This is an optimization exercise on Yosys and OpenROAD, whose aim is a short achievable clock period and few clock cycles, not a production implementation. Function was checked by simulation only, so behaviour that the tests miss may differ from the original. Power is estimated from default activity; no workload was simulated.

==> design.v <==
package mipsPkg;
  localparam int WORD_W   = 32;
  localparam int REG_W    = 5;
  localparam int NUM_REGS = 2 ** REG_W;
  typedef logic [WORD_W-1:0] word_t;
  typedef logic [REG_W-1:0]  regAddr_t;
  typedef enum logic [5:0] {
    R_TYPE = 6'b000000,
    J      = 6'b000010,
    BEQ    = 6'b000100,
    ADDI   = 6'b001000,
    LW     = 6'b100011,
    SW     = 6'b101011
  } opcode_e;
  typedef enum logic [5:0] {
    F_ADD = 6'h20,
    F_SUB = 6'h22,
    F_AND = 6'h24,
    F_OR  = 6'h25,
    F_SLT = 6'h2a
  } funct_e;
  typedef enum logic [2:0] {
    ALU_AND = 3'b000,
    ALU_OR  = 3'b001,
    ALU_ADD = 3'b010,
    ALU_SUB = 3'b110,
    ALU_SLT = 3'b111
  } aluOp_e;
  typedef enum logic [1:0] {
    FWD_REG = 2'b00,
    FWD_WB  = 2'b01,
    FWD_MEM = 2'b10
  } fwdSel_e;
  typedef struct packed {
    logic   regWrite;
    logic   memToReg;
    logic   memWrite;
    logic   aluSrc;
    aluOp_e aluOp;
  } exCtrl_t;
  localparam word_t NOP_WORD = '0;
endpackage
`timescale 1ns/1ps
module fetchStage #(
  parameter int IMEM_DEPTH = 256
) (
  input  logic           clk,
  input  logic           rst,
  input  logic           instLoad_i,
  input  mipsPkg::word_t instAddr_i,
  input  mipsPkg::word_t instData_i,
  input  logic           stallF_i,
  input  logic           redirect_i,
  input  mipsPkg::word_t target_i,
  output mipsPkg::word_t instrD_o,
  output mipsPkg::word_t pcPlus4D_o
);
  mipsPkg::word_t pcF;
  mipsPkg::word_t pcPlus4F;
  mipsPkg::word_t instrF;
  mipsPkg::word_t imem [IMEM_DEPTH];
  always_ff @(posedge clk) begin
    if (instLoad_i) begin
      imem[instAddr_i % IMEM_DEPTH] <= instData_i;
    end
  end
  assign pcPlus4F = pcF + 32'd4;
  assign instrF   = imem[pcF[31:2] % IMEM_DEPTH];   
  always_ff @(posedge clk or posedge rst) begin
    if (rst) begin
      pcF <= '0;
    end else if (instLoad_i) begin
      pcF <= '0;                                   
    end else if (!stallF_i) begin
      pcF <= redirect_i ? target_i : pcPlus4F;
    end
  end
  always_ff @(posedge clk or posedge rst) begin
    if (rst) begin
      instrD_o <= mipsPkg::NOP_WORD;
    end else if (instLoad_i || redirect_i) begin
      instrD_o <= mipsPkg::NOP_WORD;
    end else if (!stallF_i) begin
      instrD_o <= instrF;
    end
  end
  always_ff @(posedge clk) begin
    if (!stallF_i) begin
      pcPlus4D_o <= pcPlus4F;
    end
  end
endmodule
`timescale 1ns/1ps
module decodeStage (
  input  logic              clk,
  input  logic              rst,
  input  mipsPkg::word_t    instrD_i,
  input  mipsPkg::word_t    pcPlus4D_i,
  input  logic              stallD_i,
  input  logic              flushE_i,
  input  logic              fwdAD_i,
  input  logic              fwdBD_i,
  input  mipsPkg::regAddr_t destW_i,
  input  logic              regWriteW_i,
  output mipsPkg::regAddr_t rsD_o,
  output mipsPkg::regAddr_t rtD_o,
  output logic              branchD_o,
  input  mipsPkg::word_t    aluOutM_i,
  input  mipsPkg::word_t    resultW_i,
  output logic              redirect_o,
  output mipsPkg::word_t    target_o,
  output mipsPkg::exCtrl_t  ctrlE_o,
  output mipsPkg::word_t    rd1E_o,
  output mipsPkg::word_t    rd2E_o,
  output mipsPkg::word_t    immE_o,
  output mipsPkg::regAddr_t destE_o
);
  mipsPkg::opcode_e  opcode;
  mipsPkg::funct_e   funct;
  mipsPkg::exCtrl_t  ctrlD;
  logic     regDst, branch, jump;
  mipsPkg::regAddr_t rs, rt, rd, destD;
  mipsPkg::word_t    regFile [mipsPkg::NUM_REGS];
  mipsPkg::word_t    rd1, rd2, cmpA, cmpB, signImm;
  assign opcode = mipsPkg::opcode_e'(instrD_i[31:26]);
  assign funct  = mipsPkg::funct_e'(instrD_i[5:0]);
  assign rs     = instrD_i[25:21];
  assign rt     = instrD_i[20:16];
  assign rd     = instrD_i[15:11];
  always_comb begin
    ctrlD       = '0;
    ctrlD.aluOp = mipsPkg::ALU_ADD;
    regDst      = 1'b0;
    branch      = 1'b0;
    jump        = 1'b0;
    case (opcode)
      mipsPkg::R_TYPE: begin
        regDst         = 1'b1;
        ctrlD.regWrite = 1'b1;
        case (funct)
          mipsPkg::F_ADD:   ctrlD.aluOp = mipsPkg::ALU_ADD;
          mipsPkg::F_SUB:   ctrlD.aluOp = mipsPkg::ALU_SUB;
          mipsPkg::F_AND:   ctrlD.aluOp = mipsPkg::ALU_AND;
          mipsPkg::F_OR:    ctrlD.aluOp = mipsPkg::ALU_OR;
          mipsPkg::F_SLT:   ctrlD.aluOp = mipsPkg::ALU_SLT;
          default: ctrlD.regWrite = 1'b0;   
        endcase
      end
      mipsPkg::LW: begin
        ctrlD.regWrite = 1'b1;
        ctrlD.memToReg = 1'b1;
        ctrlD.aluSrc   = 1'b1;
      end
      mipsPkg::SW: begin
        ctrlD.memWrite = 1'b1;
        ctrlD.aluSrc   = 1'b1;
      end
      mipsPkg::ADDI: begin
        ctrlD.regWrite = 1'b1;
        ctrlD.aluSrc   = 1'b1;
      end
      mipsPkg::BEQ:     branch = 1'b1;
      mipsPkg::J:       jump   = 1'b1;
      default: ;
    endcase
  end
  assign destD = regDst ? rd : rt;
  always_ff @(posedge clk or posedge rst) begin
    if (rst) begin
      for (int i = 0; i < mipsPkg::NUM_REGS; i++) begin
        regFile[i] <= '0;
      end
    end else if (regWriteW_i) begin
      regFile[destW_i] <= resultW_i;
    end
  end
  assign rd1 = (regWriteW_i && destW_i == rs) ? resultW_i : regFile[rs];
  assign rd2 = (regWriteW_i && destW_i == rt) ? resultW_i : regFile[rt];
  assign cmpA       = fwdAD_i ? aluOutM_i : rd1;
  assign cmpB       = fwdBD_i ? aluOutM_i : rd2;
  assign signImm    = {{16{instrD_i[15]}}, instrD_i[15:0]};
  assign redirect_o = !stallD_i && (jump || (branch && cmpA == cmpB));
  assign target_o   = jump ? {pcPlus4D_i[31:28], instrD_i[25:0], 2'b00}
                           : pcPlus4D_i + {signImm[29:0], 2'b00};
  assign rsD_o     = rs;
  assign rtD_o     = rt;
  assign branchD_o = branch;
  always_ff @(posedge clk or posedge rst) begin
    if (rst) begin
      ctrlE_o <= '0;
      destE_o <= '0;
    end else if (flushE_i) begin
      ctrlE_o <= '0;                           
      destE_o <= '0;
    end else begin
      ctrlE_o          <= ctrlD;
      ctrlE_o.regWrite <= ctrlD.regWrite && (destD != '0);   
      destE_o          <= destD;
    end
  end
  always_ff @(posedge clk) begin
    rd1E_o <= rd1;
    rd2E_o <= rd2;
    immE_o <= signImm;
  end
endmodule
`timescale 1ns/1ps
module hazardUnit (
  input  mipsPkg::regAddr_t rsD_i,
  input  mipsPkg::regAddr_t rtD_i,
  input  logic              branchD_i,
  input  logic              redirectD_i,
  input  mipsPkg::regAddr_t rsE_i,
  input  mipsPkg::regAddr_t rtE_i,
  input  mipsPkg::regAddr_t destE_i,
  input  logic              regWriteE_i,
  input  logic              memToRegE_i,
  input  mipsPkg::regAddr_t destM_i,
  input  logic              regWriteM_i,
  input  logic              memToRegM_i,
  input  mipsPkg::regAddr_t destW_i,
  input  logic              regWriteW_i,
  output logic              stallF_o,
  output logic              stallD_o,
  output logic              flushE_o,
  output logic              fwdAD_o,
  output logic              fwdBD_o,
  output mipsPkg::fwdSel_e  fwdAE_o,
  output mipsPkg::fwdSel_e  fwdBE_o
);
  logic srcHitE;
  logic srcHitM;
  logic loadUse;
  logic branchStall;
  logic stall;
  function automatic mipsPkg::fwdSel_e pickFwd(
    input mipsPkg::regAddr_t src,
    input mipsPkg::regAddr_t destM,
    input logic     regWriteM,
    input mipsPkg::regAddr_t destW,
    input logic     regWriteW
  );
    mipsPkg::fwdSel_e sel;
    if (regWriteM && src == destM) begin
      sel = mipsPkg::FWD_MEM;
    end else if (regWriteW && src == destW) begin
      sel = mipsPkg::FWD_WB;
    end else begin
      sel = mipsPkg::FWD_REG;
    end
    pickFwd = sel;
  endfunction
  assign fwdAE_o = pickFwd(rsE_i, destM_i, regWriteM_i, destW_i, regWriteW_i);
  assign fwdBE_o = pickFwd(rtE_i, destM_i, regWriteM_i, destW_i, regWriteW_i);
  assign fwdAD_o = regWriteM_i && rsD_i == destM_i;
  assign fwdBD_o = regWriteM_i && rtD_i == destM_i;
  assign srcHitE     = destE_i == rsD_i || destE_i == rtD_i;
  assign srcHitM     = destM_i == rsD_i || destM_i == rtD_i;
  assign loadUse     = memToRegE_i && srcHitE;
  assign branchStall = branchD_i && ((regWriteE_i && srcHitE) || (memToRegM_i && srcHitM));
  assign stall       = loadUse || branchStall;
  assign stallF_o = stall;
  assign stallD_o = stall;
  assign flushE_o = stall || redirectD_i;   
endmodule
`timescale 1ns/1ps
module executeStage (
  input  logic              clk,
  input  logic              rst,
  input  mipsPkg::exCtrl_t  ctrlE_i,
  input  mipsPkg::word_t    rd1E_i,
  input  mipsPkg::word_t    rd2E_i,
  input  mipsPkg::word_t    immE_i,
  input  mipsPkg::regAddr_t destE_i,
  input  mipsPkg::regAddr_t rsD_i,
  input  mipsPkg::regAddr_t rtD_i,
  input  mipsPkg::fwdSel_e  fwdAE_i,
  input  mipsPkg::fwdSel_e  fwdBE_i,
  output mipsPkg::regAddr_t rsE_o,
  output mipsPkg::regAddr_t rtE_o,
  input  mipsPkg::word_t    aluOutM_i,
  input  mipsPkg::word_t    resultW_i,
  output mipsPkg::word_t    aluOutM_o,
  output mipsPkg::word_t    writeDataM_o,
  output mipsPkg::regAddr_t destM_o,
  output logic              memToRegM_o,
  output logic              memWriteM_o,
  output logic              regWriteM_o
);
  mipsPkg::regAddr_t rsE, rtE;
  mipsPkg::word_t    srcA, writeData, srcB, aluOut;
  function automatic mipsPkg::word_t fwdMux(input mipsPkg::fwdSel_e sel, input mipsPkg::word_t regVal,
                                   input mipsPkg::word_t memVal, input mipsPkg::word_t wbVal);
    mipsPkg::word_t val;
    case (sel)
      mipsPkg::FWD_MEM: val = memVal;
      mipsPkg::FWD_WB:  val = wbVal;
      default: val = regVal;
    endcase
    fwdMux = val;
  endfunction
  always_ff @(posedge clk or posedge rst) begin
    if (rst) begin
      rsE <= '0;
      rtE <= '0;
    end else begin
      rsE <= rsD_i;
      rtE <= rtD_i;
    end
  end
  assign srcA      = fwdMux(fwdAE_i, rd1E_i, aluOutM_i, resultW_i);
  assign writeData = fwdMux(fwdBE_i, rd2E_i, aluOutM_i, resultW_i);
  assign srcB      = ctrlE_i.aluSrc ? immE_i : writeData;
  always_comb begin
    case (ctrlE_i.aluOp)
      mipsPkg::ALU_AND: aluOut = srcA & srcB;
      mipsPkg::ALU_OR:  aluOut = srcA | srcB;
      mipsPkg::ALU_SUB: aluOut = srcA - srcB;
      mipsPkg::ALU_SLT: aluOut = {31'd0, $signed(srcA) < $signed(srcB)};
      default: aluOut = srcA + srcB;
    endcase
  end
  assign rsE_o = rsE;
  assign rtE_o = rtE;
  always_ff @(posedge clk or posedge rst) begin
    if (rst) begin
      destM_o     <= '0;
      memToRegM_o <= 1'b0;
      memWriteM_o <= 1'b0;
      regWriteM_o <= 1'b0;
    end else begin
      destM_o     <= destE_i;
      memToRegM_o <= ctrlE_i.memToReg;
      memWriteM_o <= ctrlE_i.memWrite;
      regWriteM_o <= ctrlE_i.regWrite;
    end
  end
  always_ff @(posedge clk) begin
    aluOutM_o    <= aluOut;
    writeDataM_o <= writeData;
  end
endmodule
`timescale 1ns/1ps
module memWbStage #(
  parameter int DMEM_DEPTH = 64
) (
  input  logic              clk,
  input  logic              rst,
  input  mipsPkg::word_t    aluOutM_i,
  input  mipsPkg::word_t    writeDataM_i,
  input  mipsPkg::regAddr_t destM_i,
  input  logic              memToRegM_i,
  input  logic              memWriteM_i,
  input  logic              regWriteM_i,
  output mipsPkg::regAddr_t destW_o,
  output logic              regWriteW_o,
  output mipsPkg::word_t    aluOutM_o,
  output mipsPkg::word_t    resultW_o,
  output mipsPkg::word_t    memAddr_o,
  output mipsPkg::word_t    memWriteData_o,
  output logic              memWrite_o,
  output mipsPkg::regAddr_t regAddr_o,
  output mipsPkg::word_t    regWriteData_o,
  output logic              regWrite_o
);
  mipsPkg::word_t    dmem [DMEM_DEPTH];
  mipsPkg::word_t    readDataM, resultM, resultW;
  mipsPkg::regAddr_t destW;
  logic     regWriteW;
  always_ff @(posedge clk or posedge rst) begin
    if (rst) begin
      for (int i = 0; i < DMEM_DEPTH; i++) begin
        dmem[i] <= '0;
      end
    end else if (memWriteM_i) begin
      dmem[aluOutM_i[31:2] % DMEM_DEPTH] <= writeDataM_i;
    end
  end
  assign readDataM = dmem[aluOutM_i[31:2] % DMEM_DEPTH];
  assign resultM   = memToRegM_i ? readDataM : aluOutM_i;
  always_ff @(posedge clk or posedge rst) begin
    if (rst) begin
      destW     <= '0;
      regWriteW <= 1'b0;
    end else begin
      destW     <= destM_i;
      regWriteW <= regWriteM_i;
    end
  end
  always_ff @(posedge clk) begin
    resultW <= resultM;
  end
  assign aluOutM_o = aluOutM_i;           
  assign resultW_o = resultW;
  assign destW_o     = destW;
  assign regWriteW_o = regWriteW;
  assign memAddr_o      = aluOutM_i;
  assign memWriteData_o = writeDataM_i;
  assign memWrite_o     = memWriteM_i;
  assign regAddr_o      = destW;
  assign regWriteData_o = resultW;
  assign regWrite_o     = regWriteW;
endmodule
`timescale 1ns/1ps
module mipsCore #(
  parameter int IMEM_DEPTH = 64,
  parameter int DMEM_DEPTH = 64
) (
  input  logic              clk,
  input  logic              rst,
  input  logic              instLoad_i,
  input  mipsPkg::word_t    instAddr_i,
  input  mipsPkg::word_t    instData_i,
  output mipsPkg::word_t    memAddr_o,
  output mipsPkg::word_t    memWriteData_o,
  output logic              memWrite_o,
  output mipsPkg::regAddr_t regAddr_o,
  output mipsPkg::word_t    regWriteData_o,
  output logic              regWrite_o
);
  logic     redirect;
  mipsPkg::word_t    target, instrD, pcPlus4D;
  mipsPkg::exCtrl_t  ctrlE;
  mipsPkg::word_t    rd1E, rd2E, immE;
  mipsPkg::regAddr_t destE, destM;
  mipsPkg::word_t    aluOutRegM, writeDataM, aluOutM, resultW;
  logic     memToRegM, memWriteM, regWriteM;
  mipsPkg::regAddr_t rsD, rtD, rsE, rtE, destW;
  logic     branchD, regWriteW;
  logic     stallF, stallD, flushE, fwdAD, fwdBD;
  mipsPkg::fwdSel_e  fwdAE, fwdBE;
  hazardUnit uHazard (
    .rsD_i(rsD), .rtD_i(rtD), .branchD_i(branchD), .redirectD_i(redirect),
    .rsE_i(rsE), .rtE_i(rtE), .destE_i(destE),
    .regWriteE_i(ctrlE.regWrite), .memToRegE_i(ctrlE.memToReg),
    .destM_i(destM), .regWriteM_i(regWriteM), .memToRegM_i(memToRegM),
    .destW_i(destW), .regWriteW_i(regWriteW),
    .stallF_o(stallF), .stallD_o(stallD), .flushE_o(flushE),
    .fwdAD_o(fwdAD), .fwdBD_o(fwdBD), .fwdAE_o(fwdAE), .fwdBE_o(fwdBE)
  );
  fetchStage #(.IMEM_DEPTH(IMEM_DEPTH)) uFetch (
    .clk(clk), .rst(rst),
    .instLoad_i(instLoad_i), .instAddr_i(instAddr_i), .instData_i(instData_i),
    .stallF_i(stallF),
    .redirect_i(redirect), .target_i(target),
    .instrD_o(instrD), .pcPlus4D_o(pcPlus4D)
  );
  decodeStage uDecode (
    .clk(clk), .rst(rst),
    .instrD_i(instrD), .pcPlus4D_i(pcPlus4D),
    .stallD_i(stallD), .flushE_i(flushE), .fwdAD_i(fwdAD), .fwdBD_i(fwdBD),
    .destW_i(destW), .regWriteW_i(regWriteW),
    .rsD_o(rsD), .rtD_o(rtD), .branchD_o(branchD),
    .aluOutM_i(aluOutM), .resultW_i(resultW),
    .redirect_o(redirect), .target_o(target),
    .ctrlE_o(ctrlE), .rd1E_o(rd1E), .rd2E_o(rd2E), .immE_o(immE), .destE_o(destE)
  );
  executeStage uExecute (
    .clk(clk), .rst(rst),
    .ctrlE_i(ctrlE), .rd1E_i(rd1E), .rd2E_i(rd2E), .immE_i(immE), .destE_i(destE),
    .rsD_i(rsD), .rtD_i(rtD), .fwdAE_i(fwdAE), .fwdBE_i(fwdBE),
    .rsE_o(rsE), .rtE_o(rtE),
    .aluOutM_i(aluOutM), .resultW_i(resultW),
    .aluOutM_o(aluOutRegM), .writeDataM_o(writeDataM), .destM_o(destM),
    .memToRegM_o(memToRegM), .memWriteM_o(memWriteM), .regWriteM_o(regWriteM)
  );
  memWbStage #(.DMEM_DEPTH(DMEM_DEPTH)) uMemWb (
    .clk(clk), .rst(rst),
    .aluOutM_i(aluOutRegM), .writeDataM_i(writeDataM), .destM_i(destM),
    .memToRegM_i(memToRegM), .memWriteM_i(memWriteM), .regWriteM_i(regWriteM),
    .destW_o(destW), .regWriteW_o(regWriteW),
    .aluOutM_o(aluOutM), .resultW_o(resultW),
    .memAddr_o(memAddr_o), .memWriteData_o(memWriteData_o), .memWrite_o(memWrite_o),
    .regAddr_o(regAddr_o), .regWriteData_o(regWriteData_o), .regWrite_o(regWrite_o)
  );
endmodule
==> run.sh <==
#!/bin/bash
# synth_recipe.tcl (not shown) runs the flow's synth.tcl, then flattens the netlist and writes it again
# the make line also repeats each setting of config.mk as NAME=value (left out here)
make -C /OpenROAD-flow-scripts/flow DESIGN_CONFIG=/design/flow/config.mk WORK_HOME=/design/flow/orfs CLKGATE_MAP_FILE= SYNTH_SCRIPT=/design/flow/synth_recipe.tcl finish
==> config.mk <==
export PLATFORM = sky130hd
export DESIGN_NAME = mipsCore
export DESIGN_NICKNAME = mipsCore
export VERILOG_FILES = /design/flow/design.v
export SDC_FILE = /design/flow/constraint.sdc
export NUM_CORES = 4
export LEC_CHECK = 0
export CAP_MARGIN = 20
export CELL_PAD_IN_SITES_DETAIL_PLACEMENT = 1
export CELL_PAD_IN_SITES_GLOBAL_PLACEMENT = 2
export CORE_MARGIN = 2
export CORE_UTILIZATION = 28
export GPL_ROUTABILITY_DRIVEN = 1
export PLACE_DENSITY = 0.5
export SLEW_MARGIN = 20
==> constraint.sdc <==
create_clock -name core_clock -period 7.5 [get_ports {clk}]
set_input_delay 1.5000 -clock core_clock [delete_from_list [all_inputs] [get_ports {clk}]]
set_output_delay 1.5000 -clock core_clock [all_outputs]
set_load 0.01 [all_outputs]
==> impl_metrics.ini <==
[grt]
grt_pass1_vias = 165000
grt_pass1_wl_um = 1590000
grt.total_usage_pct = 27.4
grt_max_degree = 168
grt_antenna_before_repair = 137
grt_overflow = 0

[clock_network]
clk_latency_ns = 1.14
ctsHtreeMaxLevel = 6
cts_setup_buffers = 0
cts_resized = 0
clockBufferDepth = 4
holdBufCountCts = 0
cts_inserted_buffers = 646
clkSlewWorstSetupHoldPaths_ns = 0.06
cts.sinks = 5376
root_buffer = clkbuf_16
cts_tree = done

[sta]
period_needed_ns = 7.11
period_share_pct = 94.8
rsz0062_at_grt = no
clock_skew_ns = 0.113
slew_headroom_pct = 11.5
finalHoldViolations = 0
setup_viol = 0
fin_ws_ns = 0.392
report.final.slew_viol_count = 0
timing.fmax_ghz = 0.141
tightest_slew_ns = 1.33
tns_ns = 0

[yosys]
syn-mean-instance-area_um2 = 14.2
syn_area_mm2 = 0.235
ys_seq_area_share_pct = 61.3
synth.area.top_cells = dfrtp_1 (34%), edfxtp_1 (26%), mux2_2 (15%)
synth_top_area_share_pct = 33.5
async_flop_share_pct = 58.5
synth_top_flop_cell = dfrtp_1
synth.distinct_cells = 111
synth_seq_cells = 5376
synthesis.nets = 16700
syn-instance-count = 16500
yosys_warnings = 7
synth_edf_count = 2054
yosysTopAreaCell = dfrtp_1

[setup_path]
startpoint_type = register
slowest_stage = a311oi_1
max_stage_delay_ns = 0.67
crit_path_max_fanout = 13
crit_type = register to register
reg2reg_depth = 24
reg2reg_from = uMemWb.destW[4]
path_cells = buf_4 > xor2_1 > nor4_1 > and3_2 > mux2i_1 > o21ai_0 > mux2i_1 > inv_1 > ha_1 > fa_1 > a21oi_1 > o21ba_2 > o21ai_0 > a311oi_1 > nor4_1 > nor3_1 > o31ai_1 > a211o_1 > a21oi_1 > o21ba_2 > nor2_1 > o41ai_1 > nand3_1 > nand2_1
r2r_slack_ns = 0.39
r2r-end = uExecute.aluOutM_o[30]
setup.worst_path.end_class = register
crit_arrival_ns = 8.17
worstPathRequired_ns = 8.56

[detailed_routing]
first_pass_iters = 6
drc_errors = 0
drt_iter0_drc = 18400
vias_per_cell = 5.75
wl_um = 1200000
wire_per_inst_um = 42.2
ant_nets = 0
vias = 163000

[floorplan]
die_y_um = 920
num_io_pins = 170
die-width_um = 920
die_area_mm2 = 0.846
row_count = 336
initial_core_util_pct = 28.1
fp.coreArea_mm2 = 0.837

[min_path]
min_from = uDecode.ctrlE_o[4]
whs_endpoint = uExecute.memWriteM_o
min-delay-path-class = register to register
min_path_cells = 0

[place]
dp_cells = 27200
hpwl_um = 740000
dp_slack_ns = 0.626
place.port_buffers = 143
place.gp.congestion = 0.892
dpl-instance-area_mm2 = 0.255

[pwr]
p_sw_uw = 34100
combPwrFrac_pct = 27.5
p_int_uw = 57600
clkPwrFrac_pct = 34.5
ir_drop_mv = 0.248
total_power_uw = 91700
seqPwrFrac_pct = 38.0
cellPowerDensity_mw_per_mm2 = 333
power.leakage_uw = 0.115
p_sw_share_pct = 37.2

[run_status]
status = timing/DRC/antenna clean

[finish]
area_delta_synth_final_pct = 17.4
final_area_mm2 = 0.276
fin_nets = 16900
final_cells = 28400
layout-drive-gt1-share_pct = 34.0

[job]
maxCapViolCount = 0
## power groups by stage
stage	Clock (µW)	Sequential, µW	Combinational (µW)
floorplan	0	33900	12500
global placement	0	35300	24800
detailed placement	0	35300	24800
CTS	32300	34700	24900
global route	33400	34900	26100
finish	31700	34800	25200
## placed cells by master, fill, tap and decap left out, drive strengths merged, types with 197 or more instances in the layout
master	n
mux2	3195
dfrtp	3146
edfxtp	2054
a22oi	1013
buf	937
clkbuf	916
a221oi	578
o21ai	471
mux2i	465
a22o	451
nor2	428
nand2	421
a21oi	317
nand3	311
nand4	290
mux4	284
inv	197
## flip-flops by register name, indices dropped and copies added (netlist names), 7 cells and up
| register | flops |
|---|---|
| uDecode.regFile | 1024 |
| uDecode.immE_o | 16 |
| uDecode.ctrlE_o | 7 |
| uMemWb.resultW | 32 |
| uExecute.writeDataM_o | 32 |
| uFetch.instrD_o | 32 |
| uFetch.imem | 2048 |
| uDecode.rd1E_o | 32 |
| uMemWb.dmem | 2048 |
| uDecode.rd2E_o | 32 |
| uExecute.aluOutM_o | 32 |
## kinds of logic after synthesis
family / share of synthesized area, %
adder cells (fa/ha/maj): 0.569
XOR/XNOR: 0.343
AO/OA/AOI/OAI: 10.5
AND/OR/NAND/NOR: 4.45
multiplexers: 20.0
buffers and inverters: 2.85
flip-flops: 61.3
## layout make-up
cell class | instances | area (µm²)
Tap cell | 11200 | 14000
Timing Repair Buffer | 1049 | 9300
Multi-Input combinational cell | 9467 | 86600
Sequential cell | 5376 | 144000
Clock inverter | 235 | 2710
Antenna cell | 31 | 77.6
Inverter | 178 | 672
Clock buffer | 915 | 18200
Fill cell | 86500 | 561000
## synth_stat cells (24+ instances only)
| cell type | instances |
|---|---|
| mux2i_1 | 465 |
| clkbuf_1 | 871 |
| o211ai_1 | 38 |
| o21ai_0 | 466 |
| nand4_1 | 290 |
| nor2_2 | 27 |
| nor3_1 | 87 |
| nand2b_1 | 36 |
| nor4_1 | 69 |
| nor2_1 | 398 |
| a32o_1 | 33 |
| buf_1 | 377 |
| mux4_2 | 284 |
| dfrtp_1 | 3146 |
| or3_1 | 30 |
| o22ai_1 | 88 |
| a21oi_1 | 317 |
| mux2_2 | 3195 |
| a22oi_1 | 1001 |
| and3_1 | 185 |
| or4_1 | 24 |
| dfxtp_1 | 176 |
| buf_2 | 163 |
| a221oi_1 | 578 |
| a2111oi_0 | 48 |
| buf_4 | 37 |
| nor2b_1 | 38 |
| xor2_1 | 55 |
| edfxtp_1 | 2054 |
| nand3_1 | 309 |
| nand2_1 | 420 |
| inv_1 | 173 |
| xnor2_1 | 37 |
| a22o_1 | 451 |
| ha_1 | 102 |
## routing by layer
layer  track usage, %  share of wire (%)
met5                0             0.0046
met1             39.0                 45
met4             10.8                4.7
met2             41.7                 44
met3             4.49                6.3
## how the worst max path moves through the flow
stage / startpoint / end / slack (ns) / cells after the start
3_5_place_dp: uMemWb.destW[4] / uExecute.aluOutM_o[30] / 0.63 / 24
4_1_cts: uMemWb.destW[4] / uExecute.aluOutM_o[30] / 0.60 / 24
3_3_place_gp: uMemWb.destW[0] / uExecute.aluOutM_o[28] / 0.46 / 21
2_1_floorplan: rst / uDecode.ctrlE_o[0] / -37.79 / 1
6_report: uMemWb.destW[4] / uExecute.aluOutM_o[30] / 0.39 / 24
5_1_grt: uMemWb.destW[4] / uExecute.aluOutM_o[30] / 0.16 / 24
## through the flow
stage               utilization [%]  hold WS (ns)
floorplan                         -         0.331
global placement               30.4         0.336
detailed placement             30.4         0.341
CTS                            32.9         0.353
global route                   32.9         0.367
finish                         32.9         0.349
## worst max-delay path: cells and delay by family (launching register included)
family                   cells  cell delay, ns
AO/OA/AOI/OAI               10            2.88
XOR/XNOR                     1            0.16
adder cells (fa/ha/maj)      2            0.72
buffers and inverters        2            0.32
flip-flops                   1            0.36
multiplexers                 2            0.55
AND/OR/NAND/NOR              7            2.02
Testbench counts, summed over its fixed seeds: cycles 15,677.

[what the ideal ports hide]
How much do the figures lean on ideal ports? The routed layout below was timed once more, with nothing changed but the port constraints.
Step 1: set_driving_cell puts a clkbuf_16 on clk and a buf_2 on each other input, an assumption about the parent block.
Step 2 times the ports against the registers' clock, not the clock port: input delays grow and output delays shrink by t, the midpoint of the rising clock arrivals with the driver on.
Slacks: ideal / step 1 / step 2; pairs: ideal / step 1.
shift t [ns]: 1.239
setup WS [ns]: 0.392 / 0.392 / 0.392
pins driven straight from the clock port: 1
After both steps setup and hold are still met in this run. For this run, drivers alone change the setup slack by 0.000 ns; drivers and shift together by 0.000 ns.
